From an optimization exercise on the open Yosys and OpenROAD flow, aimed at small area, a short achievable clock period and few clock cycles; shortcuts taken in it are not production practice. Function was checked by simulation only, so behaviour that the tests miss may differ from the original. Power figures rest on the tool's default switching activity, not on a simulated workload.

`design/flow/design.v`:
```
`default_nettype none
package nnBusPkg;
	typedef enum logic [2:0] {
		SEL_INPUT = 3'd0,
		SEL_HIDDEN_WEIGHT = 3'd1,
		SEL_OUTPUT_INPUT = 3'd2,
		SEL_OUTPUT_WEIGHT = 3'd3,
		SEL_HIDDEN_RESULT = 3'd4,
		SEL_OUTPUT_RESULT = 3'd5,
		SEL_STATUS = 3'd6
	} regSelect;
	typedef logic [8-1:0] busAddr;
	typedef logic [1:0] neuronIndex;
	typedef logic [32-1:0] busWord;
endpackage
`default_nettype wire
`default_nettype none
package nnMathPkg;
	typedef logic signed [16-1:0] operandWord;
	typedef logic signed [32-1:0] accumWord;
	localparam logic LAYER_HIDDEN = 1'b0;
	localparam logic LAYER_OUTPUT = 1'b1;
	localparam logic FETCH_IDLE = 1'b0;
	localparam logic FETCH_RUN = 1'b1;
endpackage
`default_nettype wire
`default_nettype none
module macArray (
	input  logic [23:0] dig,
	input  logic [15:0] w,
	output logic [31:0] ps,
	output logic [31:0] pc
);
	logic t0;
	logic t1;
	logic t2;
	logic t3;
	logic t4;
	logic t5;
	logic t6;
	logic t7;
	logic t8;
	logic t9;
	logic t10;
	logic t11;
	logic t12;
	logic t13;
	logic t14;
	logic t15;
	logic t16;
	logic t17;
	logic t18;
	logic t19;
	logic t20;
	logic t21;
	logic t22;
	logic t23;
	logic t24;
	logic t25;
	logic t26;
	logic t27;
	logic t28;
	logic t29;
	logic t30;
	logic t31;
	logic t32;
	logic t33;
	logic t34;
	logic t35;
	logic t36;
	logic t37;
	logic t38;
	logic t39;
	logic t40;
	logic t41;
	logic t42;
	logic t43;
	logic t44;
	logic t45;
	logic t46;
	logic t47;
	logic t48;
	logic t49;
	logic t50;
	logic t51;
	logic t52;
	logic t53;
	logic t54;
	logic t55;
	logic t56;
	logic t57;
	logic t58;
	logic t59;
	logic t60;
	logic t61;
	logic t62;
	logic t63;
	logic t64;
	logic t65;
	logic t66;
	logic t67;
	logic t68;
	logic t69;
	logic t70;
	logic t71;
	logic t72;
	logic t73;
	logic t74;
	logic t75;
	logic t76;
	logic t77;
	logic t78;
	logic t79;
	logic t80;
	logic t81;
	logic t82;
	logic t83;
	logic t84;
	logic t85;
	logic t86;
	logic t87;
	logic t88;
	logic t89;
	logic t90;
	logic t91;
	logic t92;
	logic t93;
	logic t94;
	logic t95;
	logic t96;
	logic t97;
	logic t98;
	logic t99;
	logic t100;
	logic t101;
	logic t102;
	logic t103;
	logic t104;
	logic t105;
	logic t106;
	logic t107;
	logic t108;
	logic t109;
	logic t110;
	logic t111;
	logic t112;
	logic t113;
	logic t114;
	logic t115;
	logic t116;
	logic t117;
	logic t118;
	logic t119;
	logic t120;
	logic t121;
	logic t122;
	logic t123;
	logic t124;
	logic t125;
	logic t126;
	logic t127;
	logic t128;
	logic t129;
	logic t130;
	logic t131;
	logic t132;
	logic t133;
	logic t134;
	logic t135;
	logic t136;
	logic t137;
	logic t138;
	logic t139;
	logic t140;
	logic t141;
	logic t142;
	logic t143;
	logic t144;
	logic t145;
	logic t146;
	logic t147;
	logic t148;
	logic t149;
	logic t150;
	logic t151;
	logic t152;
	logic t153;
	logic t154;
	logic t155;
	logic t156;
	logic t157;
	logic t158;
	logic t159;
	logic t160;
	logic t161;
	logic t162;
	logic t163;
	logic t164;
	logic t165;
	logic t166;
	logic t167;
	logic t168;
	logic t169;
	logic t170;
	logic t171;
	logic t172;
	logic t173;
	logic t174;
	logic t175;
	logic t176;
	logic t177;
	logic t178;
	logic t179;
	logic t180;
	logic t181;
	logic t182;
	logic t183;
	logic t184;
	logic t185;
	logic t186;
	logic t187;
	logic t188;
	logic t189;
	logic t190;
	logic t191;
	logic t192;
	logic t193;
	logic t194;
	logic t195;
	logic t196;
	logic t197;
	logic t198;
	logic t199;
	logic t200;
	logic t201;
	logic t202;
	logic t203;
	logic t204;
	logic t205;
	logic t206;
	logic t207;
	logic t208;
	logic t209;
	logic t210;
	logic t211;
	logic t212;
	logic t213;
	logic t214;
	logic t215;
	logic t216;
	logic t217;
	logic t218;
	logic t219;
	logic t220;
	logic t221;
	logic t222;
	logic t223;
	logic t224;
	logic t225;
	logic t226;
	logic t227;
	logic t228;
	logic t229;
	logic t230;
	logic t231;
	logic t232;
	logic t233;
	logic t234;
	logic t235;
	logic t236;
	logic t237;
	logic t238;
	logic t239;
	logic t240;
	logic t241;
	logic t242;
	logic t243;
	logic t244;
	logic t245;
	logic t246;
	logic t247;
	logic t248;
	logic t249;
	logic t250;
	logic t251;
	logic t252;
	logic t253;
	logic t254;
	logic t255;
	logic t256;
	logic t257;
	logic t258;
	logic t259;
	logic t260;
	logic t261;
	logic t262;
	logic t263;
	logic t264;
	logic t265;
	logic t266;
	logic t267;
	logic t268;
	logic t269;
	logic t270;
	logic t271;
	logic t272;
	logic t273;
	logic t274;
	logic t275;
	logic t276;
	logic t277;
	logic t278;
	logic t279;
	logic t280;
	logic t281;
	logic t282;
	logic t283;
	logic t284;
	logic t285;
	logic t286;
	logic t287;
	logic t288;
	logic t289;
	logic t290;
	logic t291;
	logic t292;
	logic t293;
	logic t294;
	logic t295;
	logic t296;
	logic t297;
	logic t298;
	logic t299;
	logic t300;
	logic t301;
	logic t302;
	logic t303;
	logic t304;
	logic t305;
	logic t306;
	logic t307;
	logic t308;
	logic t309;
	logic t310;
	logic t311;
	logic t312;
	logic t313;
	logic t314;
	logic t315;
	logic t316;
	logic t317;
	logic t318;
	logic t319;
	logic t320;
	logic t321;
	logic t322;
	logic t323;
	logic t324;
	logic t325;
	logic t326;
	logic t327;
	logic t328;
	logic t329;
	logic t330;
	logic t331;
	logic t332;
	logic t333;
	logic t334;
	logic t335;
	logic t336;
	logic t337;
	logic t338;
	logic t339;
	logic t340;
	logic t341;
	logic t342;
	logic t343;
	logic t344;
	logic t345;
	logic t346;
	logic t347;
	logic t348;
	logic t349;
	logic t350;
	logic t351;
	logic t352;
	logic t353;
	logic t354;
	logic t355;
	logic t356;
	logic t357;
	logic t358;
	logic t359;
	assign t0 = (dig[0] & w[0]) ^ dig[2];
	assign t1 = ((dig[0] & w[1]) | (dig[1] & w[0])) ^ dig[2];
	assign t2 = ((dig[0] & w[2]) | (dig[1] & w[1])) ^ dig[2];
	assign t3 = ((dig[0] & w[3]) | (dig[1] & w[2])) ^ dig[2];
	assign t4 = ((dig[0] & w[4]) | (dig[1] & w[3])) ^ dig[2];
	assign t5 = ((dig[0] & w[5]) | (dig[1] & w[4])) ^ dig[2];
	assign t6 = ((dig[0] & w[6]) | (dig[1] & w[5])) ^ dig[2];
	assign t7 = ((dig[0] & w[7]) | (dig[1] & w[6])) ^ dig[2];
	assign t8 = ((dig[0] & w[8]) | (dig[1] & w[7])) ^ dig[2];
	assign t9 = ((dig[0] & w[9]) | (dig[1] & w[8])) ^ dig[2];
	assign t10 = ((dig[0] & w[10]) | (dig[1] & w[9])) ^ dig[2];
	assign t11 = ((dig[0] & w[11]) | (dig[1] & w[10])) ^ dig[2];
	assign t12 = ((dig[0] & w[12]) | (dig[1] & w[11])) ^ dig[2];
	assign t13 = ((dig[0] & w[13]) | (dig[1] & w[12])) ^ dig[2];
	assign t14 = ((dig[0] & w[14]) | (dig[1] & w[13])) ^ dig[2];
	assign t15 = ((dig[0] & w[15]) | (dig[1] & w[14])) ^ dig[2];
	assign t16 = ~(((dig[0] & w[15]) | (dig[1] & w[15])) ^ dig[2]);
	assign t17 = (dig[3] & w[0]) ^ dig[5];
	assign t18 = ((dig[3] & w[1]) | (dig[4] & w[0])) ^ dig[5];
	assign t19 = ((dig[3] & w[2]) | (dig[4] & w[1])) ^ dig[5];
	assign t20 = ((dig[3] & w[3]) | (dig[4] & w[2])) ^ dig[5];
	assign t21 = ((dig[3] & w[4]) | (dig[4] & w[3])) ^ dig[5];
	assign t22 = ((dig[3] & w[5]) | (dig[4] & w[4])) ^ dig[5];
	assign t23 = ((dig[3] & w[6]) | (dig[4] & w[5])) ^ dig[5];
	assign t24 = ((dig[3] & w[7]) | (dig[4] & w[6])) ^ dig[5];
	assign t25 = ((dig[3] & w[8]) | (dig[4] & w[7])) ^ dig[5];
	assign t26 = ((dig[3] & w[9]) | (dig[4] & w[8])) ^ dig[5];
	assign t27 = ((dig[3] & w[10]) | (dig[4] & w[9])) ^ dig[5];
	assign t28 = ((dig[3] & w[11]) | (dig[4] & w[10])) ^ dig[5];
	assign t29 = ((dig[3] & w[12]) | (dig[4] & w[11])) ^ dig[5];
	assign t30 = ((dig[3] & w[13]) | (dig[4] & w[12])) ^ dig[5];
	assign t31 = ((dig[3] & w[14]) | (dig[4] & w[13])) ^ dig[5];
	assign t32 = ((dig[3] & w[15]) | (dig[4] & w[14])) ^ dig[5];
	assign t33 = ~(((dig[3] & w[15]) | (dig[4] & w[15])) ^ dig[5]);
	assign t34 = (dig[6] & w[0]) ^ dig[8];
	assign t35 = ((dig[6] & w[1]) | (dig[7] & w[0])) ^ dig[8];
	assign t36 = ((dig[6] & w[2]) | (dig[7] & w[1])) ^ dig[8];
	assign t37 = ((dig[6] & w[3]) | (dig[7] & w[2])) ^ dig[8];
	assign t38 = ((dig[6] & w[4]) | (dig[7] & w[3])) ^ dig[8];
	assign t39 = ((dig[6] & w[5]) | (dig[7] & w[4])) ^ dig[8];
	assign t40 = ((dig[6] & w[6]) | (dig[7] & w[5])) ^ dig[8];
	assign t41 = ((dig[6] & w[7]) | (dig[7] & w[6])) ^ dig[8];
	assign t42 = ((dig[6] & w[8]) | (dig[7] & w[7])) ^ dig[8];
	assign t43 = ((dig[6] & w[9]) | (dig[7] & w[8])) ^ dig[8];
	assign t44 = ((dig[6] & w[10]) | (dig[7] & w[9])) ^ dig[8];
	assign t45 = ((dig[6] & w[11]) | (dig[7] & w[10])) ^ dig[8];
	assign t46 = ((dig[6] & w[12]) | (dig[7] & w[11])) ^ dig[8];
	assign t47 = ((dig[6] & w[13]) | (dig[7] & w[12])) ^ dig[8];
	assign t48 = ((dig[6] & w[14]) | (dig[7] & w[13])) ^ dig[8];
	assign t49 = ((dig[6] & w[15]) | (dig[7] & w[14])) ^ dig[8];
	assign t50 = ~(((dig[6] & w[15]) | (dig[7] & w[15])) ^ dig[8]);
	assign t51 = (dig[9] & w[0]) ^ dig[11];
	assign t52 = ((dig[9] & w[1]) | (dig[10] & w[0])) ^ dig[11];
	assign t53 = ((dig[9] & w[2]) | (dig[10] & w[1])) ^ dig[11];
	assign t54 = ((dig[9] & w[3]) | (dig[10] & w[2])) ^ dig[11];
	assign t55 = ((dig[9] & w[4]) | (dig[10] & w[3])) ^ dig[11];
	assign t56 = ((dig[9] & w[5]) | (dig[10] & w[4])) ^ dig[11];
	assign t57 = ((dig[9] & w[6]) | (dig[10] & w[5])) ^ dig[11];
	assign t58 = ((dig[9] & w[7]) | (dig[10] & w[6])) ^ dig[11];
	assign t59 = ((dig[9] & w[8]) | (dig[10] & w[7])) ^ dig[11];
	assign t60 = ((dig[9] & w[9]) | (dig[10] & w[8])) ^ dig[11];
	assign t61 = ((dig[9] & w[10]) | (dig[10] & w[9])) ^ dig[11];
	assign t62 = ((dig[9] & w[11]) | (dig[10] & w[10])) ^ dig[11];
	assign t63 = ((dig[9] & w[12]) | (dig[10] & w[11])) ^ dig[11];
	assign t64 = ((dig[9] & w[13]) | (dig[10] & w[12])) ^ dig[11];
	assign t65 = ((dig[9] & w[14]) | (dig[10] & w[13])) ^ dig[11];
	assign t66 = ((dig[9] & w[15]) | (dig[10] & w[14])) ^ dig[11];
	assign t67 = ~(((dig[9] & w[15]) | (dig[10] & w[15])) ^ dig[11]);
	assign t68 = (dig[12] & w[0]) ^ dig[14];
	assign t69 = ((dig[12] & w[1]) | (dig[13] & w[0])) ^ dig[14];
	assign t70 = ((dig[12] & w[2]) | (dig[13] & w[1])) ^ dig[14];
	assign t71 = ((dig[12] & w[3]) | (dig[13] & w[2])) ^ dig[14];
	assign t72 = ((dig[12] & w[4]) | (dig[13] & w[3])) ^ dig[14];
	assign t73 = ((dig[12] & w[5]) | (dig[13] & w[4])) ^ dig[14];
	assign t74 = ((dig[12] & w[6]) | (dig[13] & w[5])) ^ dig[14];
	assign t75 = ((dig[12] & w[7]) | (dig[13] & w[6])) ^ dig[14];
	assign t76 = ((dig[12] & w[8]) | (dig[13] & w[7])) ^ dig[14];
	assign t77 = ((dig[12] & w[9]) | (dig[13] & w[8])) ^ dig[14];
	assign t78 = ((dig[12] & w[10]) | (dig[13] & w[9])) ^ dig[14];
	assign t79 = ((dig[12] & w[11]) | (dig[13] & w[10])) ^ dig[14];
	assign t80 = ((dig[12] & w[12]) | (dig[13] & w[11])) ^ dig[14];
	assign t81 = ((dig[12] & w[13]) | (dig[13] & w[12])) ^ dig[14];
	assign t82 = ((dig[12] & w[14]) | (dig[13] & w[13])) ^ dig[14];
	assign t83 = ((dig[12] & w[15]) | (dig[13] & w[14])) ^ dig[14];
	assign t84 = ~(((dig[12] & w[15]) | (dig[13] & w[15])) ^ dig[14]);
	assign t85 = (dig[15] & w[0]) ^ dig[17];
	assign t86 = ((dig[15] & w[1]) | (dig[16] & w[0])) ^ dig[17];
	assign t87 = ((dig[15] & w[2]) | (dig[16] & w[1])) ^ dig[17];
	assign t88 = ((dig[15] & w[3]) | (dig[16] & w[2])) ^ dig[17];
	assign t89 = ((dig[15] & w[4]) | (dig[16] & w[3])) ^ dig[17];
	assign t90 = ((dig[15] & w[5]) | (dig[16] & w[4])) ^ dig[17];
	assign t91 = ((dig[15] & w[6]) | (dig[16] & w[5])) ^ dig[17];
	assign t92 = ((dig[15] & w[7]) | (dig[16] & w[6])) ^ dig[17];
	assign t93 = ((dig[15] & w[8]) | (dig[16] & w[7])) ^ dig[17];
	assign t94 = ((dig[15] & w[9]) | (dig[16] & w[8])) ^ dig[17];
	assign t95 = ((dig[15] & w[10]) | (dig[16] & w[9])) ^ dig[17];
	assign t96 = ((dig[15] & w[11]) | (dig[16] & w[10])) ^ dig[17];
	assign t97 = ((dig[15] & w[12]) | (dig[16] & w[11])) ^ dig[17];
	assign t98 = ((dig[15] & w[13]) | (dig[16] & w[12])) ^ dig[17];
	assign t99 = ((dig[15] & w[14]) | (dig[16] & w[13])) ^ dig[17];
	assign t100 = ((dig[15] & w[15]) | (dig[16] & w[14])) ^ dig[17];
	assign t101 = ~(((dig[15] & w[15]) | (dig[16] & w[15])) ^ dig[17]);
	assign t102 = (dig[18] & w[0]) ^ dig[20];
	assign t103 = ((dig[18] & w[1]) | (dig[19] & w[0])) ^ dig[20];
	assign t104 = ((dig[18] & w[2]) | (dig[19] & w[1])) ^ dig[20];
	assign t105 = ((dig[18] & w[3]) | (dig[19] & w[2])) ^ dig[20];
	assign t106 = ((dig[18] & w[4]) | (dig[19] & w[3])) ^ dig[20];
	assign t107 = ((dig[18] & w[5]) | (dig[19] & w[4])) ^ dig[20];
	assign t108 = ((dig[18] & w[6]) | (dig[19] & w[5])) ^ dig[20];
	assign t109 = ((dig[18] & w[7]) | (dig[19] & w[6])) ^ dig[20];
	assign t110 = ((dig[18] & w[8]) | (dig[19] & w[7])) ^ dig[20];
	assign t111 = ((dig[18] & w[9]) | (dig[19] & w[8])) ^ dig[20];
	assign t112 = ((dig[18] & w[10]) | (dig[19] & w[9])) ^ dig[20];
	assign t113 = ((dig[18] & w[11]) | (dig[19] & w[10])) ^ dig[20];
	assign t114 = ((dig[18] & w[12]) | (dig[19] & w[11])) ^ dig[20];
	assign t115 = ((dig[18] & w[13]) | (dig[19] & w[12])) ^ dig[20];
	assign t116 = ((dig[18] & w[14]) | (dig[19] & w[13])) ^ dig[20];
	assign t117 = ((dig[18] & w[15]) | (dig[19] & w[14])) ^ dig[20];
	assign t118 = ~(((dig[18] & w[15]) | (dig[19] & w[15])) ^ dig[20]);
	assign t119 = (dig[21] & w[0]) ^ dig[23];
	assign t120 = ((dig[21] & w[1]) | (dig[22] & w[0])) ^ dig[23];
	assign t121 = ((dig[21] & w[2]) | (dig[22] & w[1])) ^ dig[23];
	assign t122 = ((dig[21] & w[3]) | (dig[22] & w[2])) ^ dig[23];
	assign t123 = ((dig[21] & w[4]) | (dig[22] & w[3])) ^ dig[23];
	assign t124 = ((dig[21] & w[5]) | (dig[22] & w[4])) ^ dig[23];
	assign t125 = ((dig[21] & w[6]) | (dig[22] & w[5])) ^ dig[23];
	assign t126 = ((dig[21] & w[7]) | (dig[22] & w[6])) ^ dig[23];
	assign t127 = ((dig[21] & w[8]) | (dig[22] & w[7])) ^ dig[23];
	assign t128 = ((dig[21] & w[9]) | (dig[22] & w[8])) ^ dig[23];
	assign t129 = ((dig[21] & w[10]) | (dig[22] & w[9])) ^ dig[23];
	assign t130 = ((dig[21] & w[11]) | (dig[22] & w[10])) ^ dig[23];
	assign t131 = ((dig[21] & w[12]) | (dig[22] & w[11])) ^ dig[23];
	assign t132 = ((dig[21] & w[13]) | (dig[22] & w[12])) ^ dig[23];
	assign t133 = ((dig[21] & w[14]) | (dig[22] & w[13])) ^ dig[23];
	assign t134 = ((dig[21] & w[15]) | (dig[22] & w[14])) ^ dig[23];
	assign t135 = ~(((dig[21] & w[15]) | (dig[22] & w[15])) ^ dig[23]);
	assign t136 = dig[17] ^ t10;
	assign t137 = dig[17] & t10;
	assign t138 = t11 ^ t26;
	assign t139 = t11 & t26;
	assign t140 = dig[20] ^ t12 ^ t27;
	assign t141 = (dig[20] & t12) | (dig[20] & t27) | (t12 & t27);
	assign t142 = t42 ^ t57;
	assign t143 = t42 & t57;
	assign t144 = t13 ^ t28 ^ t43;
	assign t145 = (t13 & t28) | (t13 & t43) | (t28 & t43);
	assign t146 = t58 ^ t73;
	assign t147 = t58 & t73;
	assign t148 = dig[23] ^ t14 ^ t29;
	assign t149 = (dig[23] & t14) | (dig[23] & t29) | (t14 & t29);
	assign t150 = t44 ^ t59 ^ t74;
	assign t151 = (t44 & t59) | (t44 & t74) | (t59 & t74);
	assign t152 = t89 ^ t104;
	assign t153 = t89 & t104;
	assign t154 = t15 ^ t30 ^ t45;
	assign t155 = (t15 & t30) | (t15 & t45) | (t30 & t45);
	assign t156 = t60 ^ t75 ^ t90;
	assign t157 = (t60 & t75) | (t60 & t90) | (t75 & t90);
	assign t158 = t105 ^ t120;
	assign t159 = t105 & t120;
	assign t160 = 1'b1 ^ t16 ^ t31;
	assign t161 = (1'b1 & t16) | (1'b1 & t31) | (t16 & t31);
	assign t162 = t46 ^ t61 ^ t76;
	assign t163 = (t46 & t61) | (t46 & t76) | (t61 & t76);
	assign t164 = t91 ^ t106 ^ t121;
	assign t165 = (t91 & t106) | (t91 & t121) | (t106 & t121);
	assign t166 = 1'b1 ^ t32 ^ t47;
	assign t167 = (1'b1 & t32) | (1'b1 & t47) | (t32 & t47);
	assign t168 = t62 ^ t77 ^ t92;
	assign t169 = (t62 & t77) | (t62 & t92) | (t77 & t92);
	assign t170 = t107 ^ t122;
	assign t171 = t107 & t122;
	assign t172 = t33 ^ t48 ^ t63;
	assign t173 = (t33 & t48) | (t33 & t63) | (t48 & t63);
	assign t174 = t78 ^ t93 ^ t108;
	assign t175 = (t78 & t93) | (t78 & t108) | (t93 & t108);
	assign t176 = 1'b1 ^ t49 ^ t64;
	assign t177 = (1'b1 & t49) | (1'b1 & t64) | (t49 & t64);
	assign t178 = t79 ^ t94;
	assign t179 = t79 & t94;
	assign t180 = t50 ^ t65 ^ t80;
	assign t181 = (t50 & t65) | (t50 & t80) | (t65 & t80);
	assign t182 = 1'b1 ^ t66;
	assign t183 = 1'b1 & t66;
	assign t184 = dig[11] ^ t6;
	assign t185 = dig[11] & t6;
	assign t186 = t7 ^ t22;
	assign t187 = t7 & t22;
	assign t188 = dig[14] ^ t8 ^ t23;
	assign t189 = (dig[14] & t8) | (dig[14] & t23) | (t8 & t23);
	assign t190 = t38 ^ t53;
	assign t191 = t38 & t53;
	assign t192 = t9 ^ t24 ^ t39;
	assign t193 = (t9 & t24) | (t9 & t39) | (t24 & t39);
	assign t194 = t54 ^ t69;
	assign t195 = t54 & t69;
	assign t196 = t25 ^ t40 ^ t55;
	assign t197 = (t25 & t40) | (t25 & t55) | (t40 & t55);
	assign t198 = t70 ^ t85 ^ t136;
	assign t199 = (t70 & t85) | (t70 & t136) | (t85 & t136);
	assign t200 = t41 ^ t56 ^ t71;
	assign t201 = (t41 & t56) | (t41 & t71) | (t56 & t71);
	assign t202 = t86 ^ t137 ^ t138;
	assign t203 = (t86 & t137) | (t86 & t138) | (t137 & t138);
	assign t204 = t72 ^ t87 ^ t102;
	assign t205 = (t72 & t87) | (t72 & t102) | (t87 & t102);
	assign t206 = t139 ^ t142 ^ t140;
	assign t207 = (t139 & t142) | (t139 & t140) | (t142 & t140);
	assign t208 = t88 ^ t103 ^ t141;
	assign t209 = (t88 & t103) | (t88 & t141) | (t103 & t141);
	assign t210 = t143 ^ t146 ^ t144;
	assign t211 = (t143 & t146) | (t143 & t144) | (t146 & t144);
	assign t212 = t119 ^ t145 ^ t147;
	assign t213 = (t119 & t145) | (t119 & t147) | (t145 & t147);
	assign t214 = t152 ^ t148 ^ t150;
	assign t215 = (t152 & t148) | (t152 & t150) | (t148 & t150);
	assign t216 = t149 ^ t151 ^ t153;
	assign t217 = (t149 & t151) | (t149 & t153) | (t151 & t153);
	assign t218 = t158 ^ t154 ^ t156;
	assign t219 = (t158 & t154) | (t158 & t156) | (t154 & t156);
	assign t220 = t155 ^ t157 ^ t159;
	assign t221 = (t155 & t157) | (t155 & t159) | (t157 & t159);
	assign t222 = t160 ^ t162 ^ t164;
	assign t223 = (t160 & t162) | (t160 & t164) | (t162 & t164);
	assign t224 = t161 ^ t163 ^ t165;
	assign t225 = (t161 & t163) | (t161 & t165) | (t163 & t165);
	assign t226 = t170 ^ t166 ^ t168;
	assign t227 = (t170 & t166) | (t170 & t168) | (t166 & t168);
	assign t228 = t123 ^ t167 ^ t169;
	assign t229 = (t123 & t167) | (t123 & t169) | (t167 & t169);
	assign t230 = t171 ^ t172 ^ t174;
	assign t231 = (t171 & t172) | (t171 & t174) | (t172 & t174);
	assign t232 = t109 ^ t124 ^ t173;
	assign t233 = (t109 & t124) | (t109 & t173) | (t124 & t173);
	assign t234 = t175 ^ t178 ^ t176;
	assign t235 = (t175 & t178) | (t175 & t176) | (t178 & t176);
	assign t236 = t95 ^ t110 ^ t125;
	assign t237 = (t95 & t110) | (t95 & t125) | (t110 & t125);
	assign t238 = t177 ^ t179 ^ t180;
	assign t239 = (t177 & t179) | (t177 & t180) | (t179 & t180);
	assign t240 = t81 ^ t96 ^ t111;
	assign t241 = (t81 & t96) | (t81 & t111) | (t96 & t111);
	assign t242 = t126 ^ t181 ^ t182;
	assign t243 = (t126 & t181) | (t126 & t182) | (t181 & t182);
	assign t244 = t67 ^ t82 ^ t97;
	assign t245 = (t67 & t82) | (t67 & t97) | (t82 & t97);
	assign t246 = t112 ^ t127 ^ t183;
	assign t247 = (t112 & t127) | (t112 & t183) | (t127 & t183);
	assign t248 = 1'b1 ^ t83 ^ t98;
	assign t249 = (1'b1 & t83) | (1'b1 & t98) | (t83 & t98);
	assign t250 = t113 ^ t128;
	assign t251 = t113 & t128;
	assign t252 = t84 ^ t99 ^ t114;
	assign t253 = (t84 & t99) | (t84 & t114) | (t99 & t114);
	assign t254 = 1'b1 ^ t100;
	assign t255 = 1'b1 & t100;
	assign t256 = dig[8] ^ t4;
	assign t257 = dig[8] & t4;
	assign t258 = t5 ^ t20;
	assign t259 = t5 & t20;
	assign t260 = t21 ^ t36 ^ t51;
	assign t261 = (t21 & t36) | (t21 & t51) | (t36 & t51);
	assign t262 = t37 ^ t52 ^ t185;
	assign t263 = (t37 & t52) | (t37 & t185) | (t52 & t185);
	assign t264 = t68 ^ t187 ^ t190;
	assign t265 = (t68 & t187) | (t68 & t190) | (t187 & t190);
	assign t266 = t189 ^ t191 ^ t194;
	assign t267 = (t189 & t191) | (t189 & t194) | (t191 & t194);
	assign t268 = t193 ^ t195 ^ t196;
	assign t269 = (t193 & t195) | (t193 & t196) | (t195 & t196);
	assign t270 = t197 ^ t200 ^ t199;
	assign t271 = (t197 & t200) | (t197 & t199) | (t200 & t199);
	assign t272 = t201 ^ t204 ^ t203;
	assign t273 = (t201 & t204) | (t201 & t203) | (t204 & t203);
	assign t274 = t205 ^ t207 ^ t208;
	assign t275 = (t205 & t207) | (t205 & t208) | (t207 & t208);
	assign t276 = t209 ^ t211 ^ t212;
	assign t277 = (t209 & t211) | (t209 & t212) | (t211 & t212);
	assign t278 = t213 ^ t215 ^ t216;
	assign t279 = (t213 & t215) | (t213 & t216) | (t215 & t216);
	assign t280 = t217 ^ t219 ^ t220;
	assign t281 = (t217 & t219) | (t217 & t220) | (t219 & t220);
	assign t282 = t221 ^ t223 ^ t224;
	assign t283 = (t221 & t223) | (t221 & t224) | (t223 & t224);
	assign t284 = t225 ^ t227 ^ t228;
	assign t285 = (t225 & t227) | (t225 & t228) | (t227 & t228);
	assign t286 = t229 ^ t231 ^ t232;
	assign t287 = (t229 & t231) | (t229 & t232) | (t231 & t232);
	assign t288 = t236 ^ t233 ^ t235;
	assign t289 = (t236 & t233) | (t236 & t235) | (t233 & t235);
	assign t290 = t237 ^ t240 ^ t239;
	assign t291 = (t237 & t240) | (t237 & t239) | (t240 & t239);
	assign t292 = t241 ^ t244 ^ t243;
	assign t293 = (t241 & t244) | (t241 & t243) | (t244 & t243);
	assign t294 = t245 ^ t250 ^ t248;
	assign t295 = (t245 & t250) | (t245 & t248) | (t250 & t248);
	assign t296 = t129 ^ t249 ^ t251;
	assign t297 = (t129 & t249) | (t129 & t251) | (t249 & t251);
	assign t298 = t115 ^ t130 ^ t253;
	assign t299 = (t115 & t130) | (t115 & t253) | (t130 & t253);
	assign t300 = t101 ^ t116 ^ t131;
	assign t301 = (t101 & t116) | (t101 & t131) | (t116 & t131);
	assign t302 = 1'b1 ^ t117;
	assign t303 = 1'b1 & t117;
	assign t304 = dig[5] ^ t2;
	assign t305 = dig[5] & t2;
	assign t306 = t3 ^ t18;
	assign t307 = t3 & t18;
	assign t308 = t19 ^ t34 ^ t256;
	assign t309 = (t19 & t34) | (t19 & t256) | (t34 & t256);
	assign t310 = t35 ^ t257 ^ t258;
	assign t311 = (t35 & t257) | (t35 & t258) | (t257 & t258);
	assign t312 = t259 ^ t184 ^ t260;
	assign t313 = (t259 & t184) | (t259 & t260) | (t184 & t260);
	assign t314 = t261 ^ t186 ^ t262;
	assign t315 = (t261 & t186) | (t261 & t262) | (t186 & t262);
	assign t316 = t188 ^ t263 ^ t264;
	assign t317 = (t188 & t263) | (t188 & t264) | (t263 & t264);
	assign t318 = t192 ^ t265 ^ t266;
	assign t319 = (t192 & t265) | (t192 & t266) | (t265 & t266);
	assign t320 = t267 ^ t198 ^ t268;
	assign t321 = (t267 & t198) | (t267 & t268) | (t198 & t268);
	assign t322 = t269 ^ t202 ^ t270;
	assign t323 = (t269 & t202) | (t269 & t270) | (t202 & t270);
	assign t324 = t206 ^ t271 ^ t272;
	assign t325 = (t206 & t271) | (t206 & t272) | (t271 & t272);
	assign t326 = t210 ^ t273 ^ t274;
	assign t327 = (t210 & t273) | (t210 & t274) | (t273 & t274);
	assign t328 = t214 ^ t275 ^ t276;
	assign t329 = (t214 & t275) | (t214 & t276) | (t275 & t276);
	assign t330 = t218 ^ t277 ^ t278;
	assign t331 = (t218 & t277) | (t218 & t278) | (t277 & t278);
	assign t332 = t222 ^ t279 ^ t280;
	assign t333 = (t222 & t279) | (t222 & t280) | (t279 & t280);
	assign t334 = t226 ^ t281 ^ t282;
	assign t335 = (t226 & t281) | (t226 & t282) | (t281 & t282);
	assign t336 = t230 ^ t283 ^ t284;
	assign t337 = (t230 & t283) | (t230 & t284) | (t283 & t284);
	assign t338 = t234 ^ t285 ^ t286;
	assign t339 = (t234 & t285) | (t234 & t286) | (t285 & t286);
	assign t340 = t238 ^ t287 ^ t288;
	assign t341 = (t238 & t287) | (t238 & t288) | (t287 & t288);
	assign t342 = t242 ^ t289 ^ t290;
	assign t343 = (t242 & t289) | (t242 & t290) | (t289 & t290);
	assign t344 = t246 ^ t291 ^ t292;
	assign t345 = (t246 & t291) | (t246 & t292) | (t291 & t292);
	assign t346 = t247 ^ t294 ^ t293;
	assign t347 = (t247 & t294) | (t247 & t293) | (t294 & t293);
	assign t348 = t252 ^ t295 ^ t296;
	assign t349 = (t252 & t295) | (t252 & t296) | (t295 & t296);
	assign t350 = t254 ^ t297 ^ t298;
	assign t351 = (t254 & t297) | (t254 & t298) | (t297 & t298);
	assign t352 = t255 ^ t300 ^ t299;
	assign t353 = (t255 & t300) | (t255 & t299) | (t300 & t299);
	assign t354 = t132 ^ t301 ^ t302;
	assign t355 = (t132 & t301) | (t132 & t302) | (t301 & t302);
	assign t356 = t118 ^ t133 ^ t303;
	assign t357 = (t118 & t133) | (t118 & t303) | (t133 & t303);
	assign t358 = 1'b1 ^ t134;
	assign t359 = 1'b1 & t134;
	assign ps[0] = dig[2];
	assign pc[0] = t0;
	assign ps[1] = t1;
	assign pc[1] = 1'b0;
	assign ps[2] = t17;
	assign pc[2] = t304;
	assign ps[3] = t305;
	assign pc[3] = t306;
	assign ps[4] = t307;
	assign pc[4] = t308;
	assign ps[5] = t309;
	assign pc[5] = t310;
	assign ps[6] = t311;
	assign pc[6] = t312;
	assign ps[7] = t313;
	assign pc[7] = t314;
	assign ps[8] = t315;
	assign pc[8] = t316;
	assign ps[9] = t317;
	assign pc[9] = t318;
	assign ps[10] = t319;
	assign pc[10] = t320;
	assign ps[11] = t321;
	assign pc[11] = t322;
	assign ps[12] = t323;
	assign pc[12] = t324;
	assign ps[13] = t325;
	assign pc[13] = t326;
	assign ps[14] = t327;
	assign pc[14] = t328;
	assign ps[15] = t329;
	assign pc[15] = t330;
	assign ps[16] = t331;
	assign pc[16] = t332;
	assign ps[17] = t333;
	assign pc[17] = t334;
	assign ps[18] = t335;
	assign pc[18] = t336;
	assign ps[19] = t337;
	assign pc[19] = t338;
	assign ps[20] = t339;
	assign pc[20] = t340;
	assign ps[21] = t341;
	assign pc[21] = t342;
	assign ps[22] = t343;
	assign pc[22] = t344;
	assign ps[23] = t345;
	assign pc[23] = t346;
	assign ps[24] = t348;
	assign pc[24] = t347;
	assign ps[25] = t349;
	assign pc[25] = t350;
	assign ps[26] = t351;
	assign pc[26] = t352;
	assign ps[27] = t354;
	assign pc[27] = t353;
	assign ps[28] = t355;
	assign pc[28] = t356;
	assign ps[29] = t358;
	assign pc[29] = t357;
	assign ps[30] = t135;
	assign pc[30] = t359;
	assign ps[31] = 1'b1;
	assign pc[31] = 1'b0;
endmodule
`default_nettype wire
`default_nettype none
module nnAccelerator (
	input  logic                 CLOCK1_50,
	input  logic                 resetHidden,
	input  logic                 busWrite,
	input  logic [2:0]           busSel,
	input  logic [1:0]           busNeuron,
	input  logic [8-1:0]   busAddr,
	input  logic [32-1:0]  busWriteData,
	output logic [32-1:0]  busReadData
);
	logic [15:0] xMem [16];
	logic [15:0] w1Mem [64];
	logic [15:0] hMem [4];
	logic [15:0] w2Mem [12];
	logic [15:0] wd;
	logic inRange16;
	logic inRange4;
	logic wrX;
	logic wrW1;
	logic wrH;
	logic wrW2;
	assign wd = busWriteData[15:0];
	assign inRange16 = busAddr < 8'd16;
	assign inRange4 = busAddr < 8'd4;
	assign wrX = busWrite && busSel == 3'd0 && inRange16;
	assign wrW1 = busWrite && busSel == 3'd1 && inRange16;
	assign wrH = busWrite && busSel == 3'd2 && inRange4;
	assign wrW2 = busWrite && busSel == 3'd3 && inRange4 && busNeuron != 2'd3;
	always_ff @(posedge CLOCK1_50) begin
		for (int k = 0; k < 16; k++)
			if (wrX && busAddr[3:0] == 4'(k))
				xMem[k] <= wd;
		for (int k = 0; k < 64; k++)
			if (wrW1 && {busNeuron, busAddr[3:0]} == 6'(k))
				w1Mem[k] <= wd;
		for (int k = 0; k < 4; k++)
			if (wrH && busAddr[1:0] == 2'(k))
				hMem[k] <= wd;
		for (int k = 0; k < 12; k++)
			if (wrW2 && {busNeuron, busAddr[1:0]} == 4'(k))
				w2Mem[k] <= wd;
	end
	logic clrH;
	logic stH;
	logic clrO;
	logic stO;
	assign clrH = wrX && busAddr[3:0] == 4'd0;
	assign stH = wrX && busAddr[3:0] == 4'd15;
	assign clrO = wrH && busAddr[1:0] == 2'd0;
	assign stO = wrH && busAddr[1:0] == 2'd3;
	logic colH;
	logic cleanH;
	logic [14:1] seenH;
	logic colO;
	logic cleanO;
	logic [2:1] seenO;
	logic fastH;
	logic fastO;
	assign fastH = colH && cleanH && &seenH;
	assign fastO = colO && cleanO && &seenO;
	always_ff @(posedge CLOCK1_50) begin
		if (resetHidden) begin
			colH <= 1'b0;
			colO <= 1'b0;
		end else begin
			if (clrH) begin
				colH <= 1'b1;
				cleanH <= 1'b1;
				seenH <= '0;
			end else if (stH) begin
				colH <= 1'b0;
			end else if (wrX) begin
				for (int k = 1; k < 15; k++)
					if (busAddr[3:0] == 4'(k)) begin
						seenH[k] <= 1'b1;
						if (seenH[k])
							cleanH <= 1'b0;
					end
			end else if (wrW1) begin
				cleanH <= 1'b0;
			end
			if (clrO) begin
				colO <= 1'b1;
				cleanO <= 1'b1;
				seenO <= '0;
			end else if (stO) begin
				colO <= 1'b0;
			end else if (wrH) begin
				for (int k = 1; k < 3; k++)
					if (busAddr[1:0] == 2'(k)) begin
						seenO[k] <= 1'b1;
						if (seenO[k])
							cleanO <= 1'b0;
					end
			end else if (wrW2) begin
				cleanO <= 1'b0;
			end
		end
	end
	logic fbAct;
	logic fbLay;
	logic [3:0] fbCnt;
	logic fbLast;
	assign fbLast = fbLay ? fbCnt == 4'd3 : fbCnt == 4'd15;
	always_ff @(posedge CLOCK1_50) begin
		if (resetHidden) begin
			fbAct <= 1'b0;
		end else if (fbAct) begin
			fbCnt <= fbCnt + 4'd1;
			if (fbLast)
				fbAct <= 1'b0;
		end else if ((stH && !fastH) || (stO && !fastO)) begin
			fbAct <= 1'b1;
			fbLay <= stO;
			fbCnt <= 4'd0;
		end
	end
	logic doneH;
	logic doneO;
	always_ff @(posedge CLOCK1_50) begin
		if (resetHidden) begin
			doneH <= 1'b0;
			doneO <= 1'b0;
		end else begin
			if (clrH)
				doneH <= 1'b0;
			else if ((stH && fastH) || (fbAct && fbLast && !fbLay))
				doneH <= 1'b1;
			if (clrO)
				doneO <= 1'b0;
			else if ((stO && fastO) || (fbAct && fbLast && fbLay))
				doneO <= 1'b1;
		end
	end
	logic itemV;
	logic itemLay;
	logic itemFirst;
	logic [3:0] itemIdx;
	logic [15:0] itemX;
	logic [23:0] itemDig;
	always_comb begin
		if (fbAct) begin
			itemV = 1'b1;
			itemLay = fbLay;
			itemFirst = fbCnt == 4'd0;
			itemIdx = fbCnt;
			itemX = fbLay ? hMem[fbCnt[1:0]] : xMem[fbCnt];
		end else begin
			itemV = (wrX && (colH || clrH)) || (wrH && (colO || clrO));
			itemLay = busSel[1];
			itemFirst = busAddr[3:0] == 4'd0;
			itemIdx = busAddr[3:0];
			itemX = wd;
		end
	end
	logic [16:0] xExt;
	assign xExt = {itemX, 1'b0};
	for (genvar j = 0; j < 8; j++) begin : gBooth
		assign itemDig[3*j] = xExt[2*j+1] ^ xExt[2*j];
		assign itemDig[3*j+1] = (xExt[2*j+2] && !xExt[2*j+1] && !xExt[2*j]) ||
			(!xExt[2*j+2] && xExt[2*j+1] && xExt[2*j]);
		assign itemDig[3*j+2] = xExt[2*j+2];
	end
	logic [15:0] selW1;
	logic [3:0] selW2;
	logic [3:0][15:0] itemW;
	always_comb begin
		for (int k = 0; k < 16; k++)
			selW1[k] = !itemLay && itemIdx == 4'(k);
		for (int k = 0; k < 4; k++)
			selW2[k] = itemLay && itemIdx[1:0] == 2'(k);
		for (int n = 0; n < 4; n++) begin
			itemW[n] = '0;
			for (int k = 0; k < 16; k++)
				itemW[n] = itemW[n] | ({16{selW1[k]}} & w1Mem[n*16 + k]);
			if (n < 3)
				for (int k = 0; k < 4; k++)
					itemW[n] = itemW[n] | ({16{selW2[k]}} & w2Mem[n*4 + k]);
		end
	end
	logic r0V;
	logic r0Lay;
	logic r0First;
	logic [23:0] r0Dig;
	logic [3:0][15:0] r0W;
	always_ff @(posedge CLOCK1_50) begin
		if (resetHidden)
			r0V <= 1'b0;
		else
			r0V <= itemV;
		r0Lay <= itemLay;
		r0First <= itemFirst;
		r0Dig <= itemDig;
		r0W <= itemW;
	end
	logic [3:0][31:0] prodS;
	logic [3:0][31:0] prodC;
	for (genvar n = 0; n < 4; n++) begin : gLane
		macArray lane (.dig(r0Dig), .w(r0W[n]), .ps(prodS[n]), .pc(prodC[n]));
	end
	logic r1V;
	logic r1Lay;
	logic [3:0][31:0] r1S;
	logic [3:0][31:0] r1C;
	logic [3:0][31:0] r1Base;
	logic [3:0][31:0] accH;
	logic [2:0][31:0] accO;
	logic [3:0][31:0] laneSum;
	logic addH;
	logic addO;
	logic fwdH;
	logic fwdO;
	assign addH = !r0First && !r0Lay;
	assign addO = !r0First && r0Lay;
	assign fwdH = addH && r1V && !r1Lay;
	assign fwdO = addO && r1V && r1Lay;
	always_ff @(posedge CLOCK1_50) begin
		if (resetHidden)
			r1V <= 1'b0;
		else
			r1V <= r0V;
		r1Lay <= r0Lay;
		r1S <= prodS;
		r1C <= prodC;
		for (int n = 0; n < 4; n++) begin
			if (fwdH || fwdO)
				r1Base[n] <= laneSum[n];
			else if (n < 3)
				r1Base[n] <= ({32{addH}} & accH[n]) | ({32{addO}} & accO[n]);
			else
				r1Base[n] <= {32{addH}} & accH[n];
		end
	end
	for (genvar n = 0; n < 4; n++) begin : gSum
		logic [31:0] s3;
		logic [31:0] c3;
		assign s3 = r1Base[n] ^ r1S[n] ^ r1C[n];
		assign c3 = (r1Base[n] & r1S[n]) | (r1Base[n] & r1C[n]) | (r1S[n] & r1C[n]);
		assign laneSum[n] = s3 + {c3[30:0], 1'b0};
	end
	always_ff @(posedge CLOCK1_50) begin
		for (int n = 0; n < 4; n++)
			if (r1V && !r1Lay)
				accH[n] <= laneSum[n];
		for (int n = 0; n < 3; n++)
			if (r1V && r1Lay)
				accO[n] <= laneSum[n];
	end
	logic [31:0] rdEarly;
	logic [31:0] rd;
	logic readSum;
	logic qX;
	logic qH;
	logic qY1;
	logic qY2;
	logic qSt;
	logic [15:0] xRd;
	logic [15:0] hRd;
	logic [31:0] y1Rd;
	logic [31:0] y2Rd;
	assign qX = busSel == 3'd0 && inRange16;
	assign qH = busSel == 3'd2 && inRange4;
	assign qY1 = busSel == 3'd4 && inRange4 && doneH;
	assign qY2 = busSel == 3'd5 && busAddr < 8'd3 && doneO;
	assign qSt = busSel == 3'd6;
	assign xRd = xMem[busAddr[3:0]];
	assign hRd = hMem[busAddr[1:0]];
	assign y1Rd = accH[busAddr[1:0]];
	assign y2Rd = busAddr[1] ? accO[2] : accO[busAddr[0]];
	assign rdEarly = ({32{qX}} & {{16{xRd[15]}}, xRd}) |
		({32{qH}} & {{16{hRd[15]}}, hRd}) |
		({32{qY1}} & y1Rd) |
		({32{qY2}} & y2Rd) |
		{30'd0, qSt && doneO, qSt && doneH};
	assign readSum = r1V && (r1Lay ? qY2 : qY1);
	assign rd = readSum ? laneSum[busAddr[1:0]] : rdEarly;
	always_ff @(posedge CLOCK1_50)
		busReadData <= rd;
endmodule
`default_nettype wire
```
`design/flow/flow/run.sh`:
```
#!/bin/bash
# Standard layout, with timing repair aiming below the clock period by
# SETUP_SLACK_MARGIN (the clock period and constraints are unchanged).
set -euo pipefail
bash standard.sh SETUP_SLACK_MARGIN=6.3 finish > make_finish.log 2>&1
```
`design/flow/standard.sh`:
```
#!/bin/bash
# synth_recipe.tcl (not shown) runs the flow's synth.tcl, then flattens the netlist and writes it again
# the make line also repeats each setting of config.mk as NAME=value (left out here)
make -C /OpenROAD-flow-scripts/flow DESIGN_CONFIG=/design/flow/config.mk WORK_HOME=/design/flow/orfs CLKGATE_MAP_FILE= SYNTH_SCRIPT=/design/flow/synth_recipe.tcl "${@:-finish}"
```
`design/flow/config.mk`:
```
export PLATFORM = sky130hd
export DESIGN_NAME = nnAccelerator
export DESIGN_NICKNAME = nnAccelerator
export VERILOG_FILES = /design/flow/design.v
export SDC_FILE = /design/flow/constraint.sdc
export NUM_CORES = 4
export LEC_CHECK = 0
export CAP_MARGIN = 20
export CORE_MARGIN = 2
export CORE_UTILIZATION = 60
export CTS_CLUSTER_DIAMETER = 100
export CTS_CLUSTER_SIZE = 24
export SLEW_MARGIN = 20
```
`design/flow/constraint.sdc`:
```
create_clock -name core_clock -period 10.0 [get_ports {CLOCK1_50}]
set_input_delay 2.0000 -clock core_clock [delete_from_list [all_inputs] [get_ports {CLOCK1_50}]]
set_output_delay 2.0000 -clock core_clock [all_outputs]
set_load 0.01 [all_outputs]
```
==> results of run 1 <==
-- stage by stage --
step,std cells,area (um^2)
after floorplan,8112,111000
after global placement,10100,113000
after detailed placement,10100,113000
after CTS,10500,120000
after global routing,10500,122000
final,10500,122000
-- layer usage --
layer  vias to the layer above  track usage (%)
li1                      30600                -
met1                     38200             54.5
met2                      5594             60.6
met3                      1071             8.76
met4                        12             22.7
met5                         -                0
-- sequential cells by signal, summed over array words and instances, names as in the netlist, 4 cells and up --
| signal | count |
|---|---|
| w1Mem | 1024 |
| seenH | 14 |
| w2Mem | 192 |
| xMem | 256 |
| hMem | 64 |
| accH | 128 |
| r1C | 120 |
| fbCnt | 4 |
| r1Base | 128 |
| accO | 96 |
| r0W | 64 |
| r1S | 121 |
| r0Dig | 24 |
| busReadData | 32 |
-- logic make-up (layout without fill, tap and decap cells) --
| group | after synthesis | after routing |
|---|---|---|
| compound gates | 2130 | 2131 |
| xor+xnor | 657 | 657 |
| fa+ha+maj | 685 | 685 |
| buf+inv | 1046 | 1095 |
| flops | 2282 | 2282 |
| mux | 243 | 243 |
| other cells | 0 | 8 |
| simple gates | 1069 | 1075 |
-- synth_stat cells, types with 95 or more instances --
library cell	n
o21ai_0	170
a221oi_1	237
ha_1	213
o31ai_1	95
dfxtp_1	499
fa_1	472
nand4_1	108
a22o_1	248
inv_1	396
mux2i_1	167
nand2_1	405
nor2_1	252
edfxtp_1	1783
a22oi_1	717
a21oi_1	219
clkbuf_1	466
xor2_1	269
xnor2_1	388
a222oi_1	110
buf_1	101
-- power groups by stage --
stage	clock, W	combinational, W	sequential [W]
4_1_cts	0.00515	0.0150	0.0121
3_5_place_dp	0	0.0141	0.0124
2_1_floorplan	0	0.00923	0.0121
5_1_grt	0.00546	0.0169	0.0122
3_3_place_gp	0	0.0138	0.0124
6_report	0.00513	0.0158	0.0121
-- critical path, stage by stage (launching register included) --
cell,delay [ns]
dfxtp_1,0.34
fa_1,0.48
ha_1,0.42
a21oi_1,0.27
o21ai_0,0.19
a221o_1,0.38
a22o_1,0.24
a311oi_2,0.30
o21ai_1,0.14
xor2_2,0.18
buf_4,0.17
o311ai_4,0.39
nor3_1,0.10
-- how the worst max path moves through the flow --
stage,slack (ns),start,to,cells past startpoint
finish,6.26,r1S[113]$_DFF_P_,busReadData[30]$_DFF_P_,12
global route,6.17,r1S[113]$_DFF_P_,busReadData[30]$_DFF_P_,12
CTS,6.20,r0Dig[17]$_DFF_P_,r1C[48]$_DFF_P_,7
detailed placement,3.54,busAddr[7],w1Mem[53][1]$_DFFE_PP_,7
global placement,3.63,busAddr[7],w1Mem[20][13]$_DFFE_PP_,7
floorplan,5.66,busAddr[7],xMem[10][0]$_DFFE_PP_,7
-- what timing repair did --
action / CTS / global route
endpoints found under the hold margin: 0 / 0
setup buffers: 166 / 39
setup endpoints to repair: 1921 / 250
cloned: 13 / 3
gates resized for setup: 372 / 180
pin swaps: 90 / 57
-- final cells by class --
type	instances	area (um^2)	share of cell area [%]
inverters	397	1500	1.24
clock buffers	182	2950	2.42
diodes	8	20.0	0.0165
multi-input cells	4791	44600	36.7
flip-flops and latches	2282	63700	52.4
well taps	2370	2970	2.44
repair buffers	502	5670	4.67
clock inverters	14	236	0.195
==> results.txt, run 1 <==
* Fin crit period at 3.74 ns
* First-pass DRT Iterations at 7
* Fillcell total at 13000
* Final hold vios at 0
* Layout cells sized above 1 at 13.6%
* Hold Slack at 0.466 ns
* Leak at 42.3 nW
* Slew Limit Fails at 0
* CP Launch Type: flop
* Endpoint, Worst Hold: r0W[56]$_DFF_P_
* CTS Buf Count at 106
* Max Freq at 267 MHz
* Initial antenna violation count at 23
* #FFs+latches synth at 2282
* Die area at 0.186 mm^2
* Post-synthesis cell area at 0.110 mm^2
* Placer's final routability congestion estimate at 0.949
* Least-Margin Pin Slew at 1.30 ns
* Vias at 75500
* Clk pwr share at 15.5%
* Die Wd at 432 um
* Most common cell after layout, fill and taps aside: edfxtp_1
* Reg-to-reg slack, setup at 6.26 ns
* Initial Util at 60.5%
* HP Start: w1Mem[51][8]$_DFFE_PP_
* Worst r2r src: r1S[113]$_DFF_P_
* Status: timing/DRC/antenna clean
* Synth Area per Inst at 13.5 um^2
* Overall overflow remaining after global route at 0
* Final setup viols at 0
* CTS HTree Levels at 3
* Highest fanout seen on the critical path at 6
* NetSw at 0.0136 W
* WL final at 382000 um
* Vias per inst at 7.15
* Skew final at 0.0762 ns
* # Max-Cap Violations at 0
* Area Overhead vs Synth at 10.8%
* Site row count at 156
* Largest family of logic cells by synthesized area: compound AO/OA/AOI/OAI gates
* Hold WC Path Type: reg2reg
* PnR worst setup slack at 6.26 ns
* DRC at 0
* Max Used Layer: met5
* Gr usage total at 40.2%
* Synth Instances at 8112
* Tot Pwr at 0.0331 W
* Max-Slew Margin vs Limit at 12.6%
* Die height at 432 um
* Most frequent cells in the layout: edfxtp_1 (1783), a22oi_1 (713), fa_1 (465)
* Final net count at 8813
* Sw frac at 41.1%
* Vias in the first global route at 72700
* CTS tree: done
* Largest net degree at the start of global routing at 130
* Dpl ws at 3.54 ns
* Max IR drop VDD at 319 uV
* M1 WL at 138000 um
* Clk slew on worst S/H paths at 0.10 ns
* Setup TNS at 0 ns
* Worst EP required at 10.67 ns
* Routed length per instance at 36.2 um
* Internal at 0.0195 W
* Worst R2R End: busReadData[30]$_DFF_P_
* Top cell type's share of synthesized area at 48.8%
* Yosys cell types at 98
* Hold-fix buffers, CTS at 0
* Power share of the combinational group at 47.9%
* YS warnings at 5
* Post-synth EDFFs at 1783
* Count of buffers from port buffering at 63
* Worst skew pair latency at 0.85 ns
* CTS Root Cell: clkbuf_16
* Net Count, Synth at 8845
* Clk sinks at 2282
* Synth Area in Adders at 11.0%
* Routed wire length on met2 at 170000 um
* I/O pin total at 80
* Hold Crit Depth at 2
* DR WL met3 at 48200 um
* Worst R2R Path Depth at 12
* PwrDens at 272 mW/mm^2
* Max Buffers Root-to-Sink at 3
* Sequential Power Share at 36.6%
* Sequential area share after synthesis at 57.9%
* Most used DFF post-synth: edfxtp_1
* Synth area leader: edfxtp_1
* Xor/xnor cell area share of the yosys netlist at 5.24%
* Top cells by area, synth: edfxtp_1 (49%), dfxtp_1 (9.1%), fa_1 (8.6%), a22oi_1 (4.9%), xnor2_1 (3.1%)
* CP arrival at 4.41 ns
* Tcrit/Tclk final at 37.4%
* Initial DRC Count at 12000
* Post-Synth Simple-Gate Area at 4.56%
* Post-synthesis mux area share at 2.92%
* Synth Area in Compound Gates at 14.7%
* RSZ-0062 raised after global routing: true
* DRT antenna net count at 0
* Core ar. at 0.181 mm^2
* First-pass GRT wire length at 533000 um
* Post-synth ARST share at 0%
* Core Util, Final at 67.0%
* Setup Crit Path Kind: reg2reg
* HPWL after DPL at 232000 um
* Worst setup EP type: flop
Testbench counts, summed over its fixed seeds: cycles 1,856.
==> run 2, diff against run 1 <==
==> design/flow/run.sh (new file) <==
#!/bin/bash
# synth_recipe.tcl (not shown) runs the flow's synth.tcl, then flattens the netlist and writes it again
# the make line also repeats each setting of config.mk as NAME=value (left out here)
make -C /OpenROAD-flow-scripts/flow DESIGN_CONFIG=/design/flow/config.mk WORK_HOME=/design/flow/orfs CLKGATE_MAP_FILE= SYNTH_SCRIPT=/design/flow/synth_recipe.tcl finish
--- a/design/flow/config.mk
+++ b/design/flow/config.mk
@@ -11,3 +11,4 @@
 export CTS_CLUSTER_DIAMETER = 100
 export CTS_CLUSTER_SIZE = 24
+export SETUP_SLACK_MARGIN = 5
 export SLEW_MARGIN = 20
removed: design/flow/flow/run.sh
removed: design/flow/standard.sh
==> results.txt, run 2 <==
* Status: timing/DRC/antenna clean
* CP arrival at 5.56 ns
* Vias in the first global route at 71300
* CTS HTree Levels at 3
* Sequential area share after synthesis at 57.9%
* Clk sinks at 2282
* Skew final at 0.0445 ns
* Max IR drop VDD at 338 uV
* Initial DRC Count at 11700
* DRC at 0
* Top cell type's share of synthesized area at 48.8%
* Gr usage total at 38.6%
* # Max-Cap Violations at 0
* Overall overflow remaining after global route at 0
* Worst R2R Path Depth at 10
* Top cells by area, synth: edfxtp_1 (49%), dfxtp_1 (9.1%), fa_1 (8.6%), a22oi_1 (4.9%), xnor2_1 (3.1%)
* Crit path to: w1Mem[61][12]$_DFFE_PP_
* Worst R2R End: r1Base[24]$_DFF_P_
* Layout cells sized above 1 at 8.46%
* First-pass GRT wire length at 515000 um
* Tot Pwr at 0.0316 W
* Reg with most FFs: w1Mem
* DRT antenna net count at 0
* Setup crit start: busAddr[0]
* Post-route cell area at 0.117 mm^2
* CTS Root Cell: clkbuf_16
* Final net count at 8654
* Fin crit period at 5.05 ns
* First-pass DRT Iterations at 9
* I/O pin total at 80
* Yosys cell types at 98
* Hold-fix buffers, CTS at 0
* #FFs+latches synth at 2282
* Final setup viols at 0
* Post-synth EDFFs at 1783
* Synth top cells by count: edfxtp_1 (1783), a22oi_1 (717), dfxtp_1 (499)
* Initial antenna violation count at 16
* WL final at 362000 um
* Max-Slew Margin vs Limit at 20.8%
* CP Launch Type: input pin
* Area Overhead vs Synth at 6.45%
* Worst r2r src: r1Base[7]$_DFF_P_
* Slew Limit Fails at 0
* Largest net degree at the start of global routing at 110
* Count of buffers from port buffering at 63
* Die height at 432 um
* Setup Crit Path Kind: in2reg
* Die area at 0.186 mm^2
* Highest fanout seen on the critical path at 53
* Hold WC Path Type: reg2reg
* Vias per inst at 7.06
* Setup TNS at 0 ns
* Max reg flops at 1024
* Least-Margin Pin Slew at 1.19 ns
* CTS tree: done
* Placer's final routability congestion estimate at 0.973
* Reg-to-reg slack, setup at 5.01 ns
* CTS Buf Count at 107
* PnR worst setup slack at 4.95 ns
* Final hold vios at 0
* Post-synthesis cell area at 0.110 mm^2
* Core ar. at 0.181 mm^2
* DP Cell Count at 10200
* Leak at 40.4 nW
* Site row count at 156
* Most used DFF post-synth: edfxtp_1
* PwrDens at 270 mW/mm^2
* Tcrit/Tclk final at 50.5%
* Worst setup EP type: flop
* Top-count cell post-synth: edfxtp_1
* HP Start: w1Mem[22][14]$_DFFE_PP_
* Synth Area per Inst at 13.5 um^2
* Most frequent cells in the layout: edfxtp_1 (1783), a22oi_1 (717), fa_1 (472)
* Clk slew on worst S/H paths at 0.10 ns
* Net Count, Synth at 8845
* Vias at 73500
* RSZ-0062 raised after global routing: false
* Die Wd at 432 um
* Worst skew pair latency at 0.83 ns
* Max Freq at 198 MHz
* HPWL after DPL at 230000 um
* Synth area leader: edfxtp_1
* Biggest regs: w1Mem x1024, xMem x256, w2Mem x192
* Non-Filler Instances at 10400
* Worst EP required at 10.50 ns
* Most common cell after layout, fill and taps aside: edfxtp_1
* YS warnings at 5
* Synth Instances at 8112
* Dpl ws at 3.67 ns
* Dpl cell area at 0.113 mm^2
* Post-synth ARST share at 0%
* Max Buffers Root-to-Sink at 3
* Initial Util at 60.5%
* Hold Crit Depth at 1
* Routed length per instance at 34.8 um
[run 2: critical path, stage by stage]
cell and delay, ns:
clkbuf_8 0.44, inv_1 0.13, buf_4 0.34, nor2_2 0.64
nand3_1 0.76, nor2_2 0.78, buf_4 0.34
[run 2: repair_timing]
item	4_1_cts	5_1_grt
gates resized for setup	11	13
setup endpoints to repair	109	56
buffers inserted	7	9
gates cloned	1	0
pin swaps	6	4
[run 2: cell type report]
class / count / area (um^2)
clock buffer: 189 / 3030
sequential: 2282 / 63600
timing repair buffer: 348 / 2870
antenna: 17 / 42.5
fill: 13500 / 64500
multi-input combinational: 4785 / 42700
inverter: 397 / 1490
tap: 2370 / 2970
clock inverter: 13 / 196
[run 2: kinds of logic after synthesis]
logic type | after synthesis | share of synthesized area, %
AOI/OAI and AO/OA | 2130 | 14.7
buffers and inverters | 1046 | 3.69
and+or+nand+nor | 1069 | 4.56
DFF | 2282 | 57.9
adders and majority gates | 685 | 11.0
xor gates and xnor gates | 657 | 5.24
muxes | 243 | 2.92
[run 2: layer usage]
metal,GRT usage [%],wire (um),vias to the layer above
li1,-,-,30300
met1,53.8,137000,37200
met2,57.6,161000,5163
met3,8.02,43200,873
met4,20.0,21800,2
met5,0,13,-
[run 2: worst min-delay path by stage]
stage	to	slack, ns
after floorplan	r1Lay$_DFF_P_	0.33
after global placement	r0W[9]$_DFF_P_	0.44
after detailed placement	r0W[9]$_DFF_P_	0.44
after CTS	r0W[9]$_DFF_P_	0.46
after global routing	r1V$_SDFF_PP0_	0.49
final	r0W[30]$_DFF_P_	0.46
[run 2: per-stage QoR]
step | hold slack (ns) | util, %
finish | 0.465 | 64.4
global placement | 0.435 | 62.5
floorplan | 0.329 | -
CTS | 0.462 | 64.3
detailed placement | 0.439 | 62.5
global route | 0.485 | 64.4
[run 2: power breakdown]
group / leakage [nW] / internal [W] / total [W] / switching, W
Sequential: 20.3 / 0.0116 / 0.0122 / 0.000555
Combinational: 18.6 / 0.00497 / 0.0143 / 0.00931
Clock: 1.52 / 0.00210 / 0.00514 / 0.00304
Total: 40.4 / 0.0187 / 0.0316 / 0.0129

afterwards: timing with drivers on the ports:
No port has a modelled driver above. Below, the same layouts with a new extraction and two added sets of constraints. Step 1 assumes that a clkbuf_16 drives the clock port and a buf_2 every other input. Step 2 adds t to the input delays and takes it off the output delays; t is the mean of the earliest and latest rising clock arrival at the registers after step 1. Input paths then give back, and output paths get back, about the clock's delay inside the block. Slacks: ideal ports / drivers / drivers and shift; pairs: ideal ports / drivers.
run	t, ns	setup WS [ns]	worst setup path at the end	pins driven straight from the clock port
run 1	0.914	6.260 / 6.188 / 5.274	input to register	1
run 2	0.899	4.945 / 5.002 / 4.103	input to register	1
After both steps every run listed still meets setup and hold. For run 1, which loses most, drivers alone change the setup slack by -0.072 ns; drivers and shift together by -0.986 ns.
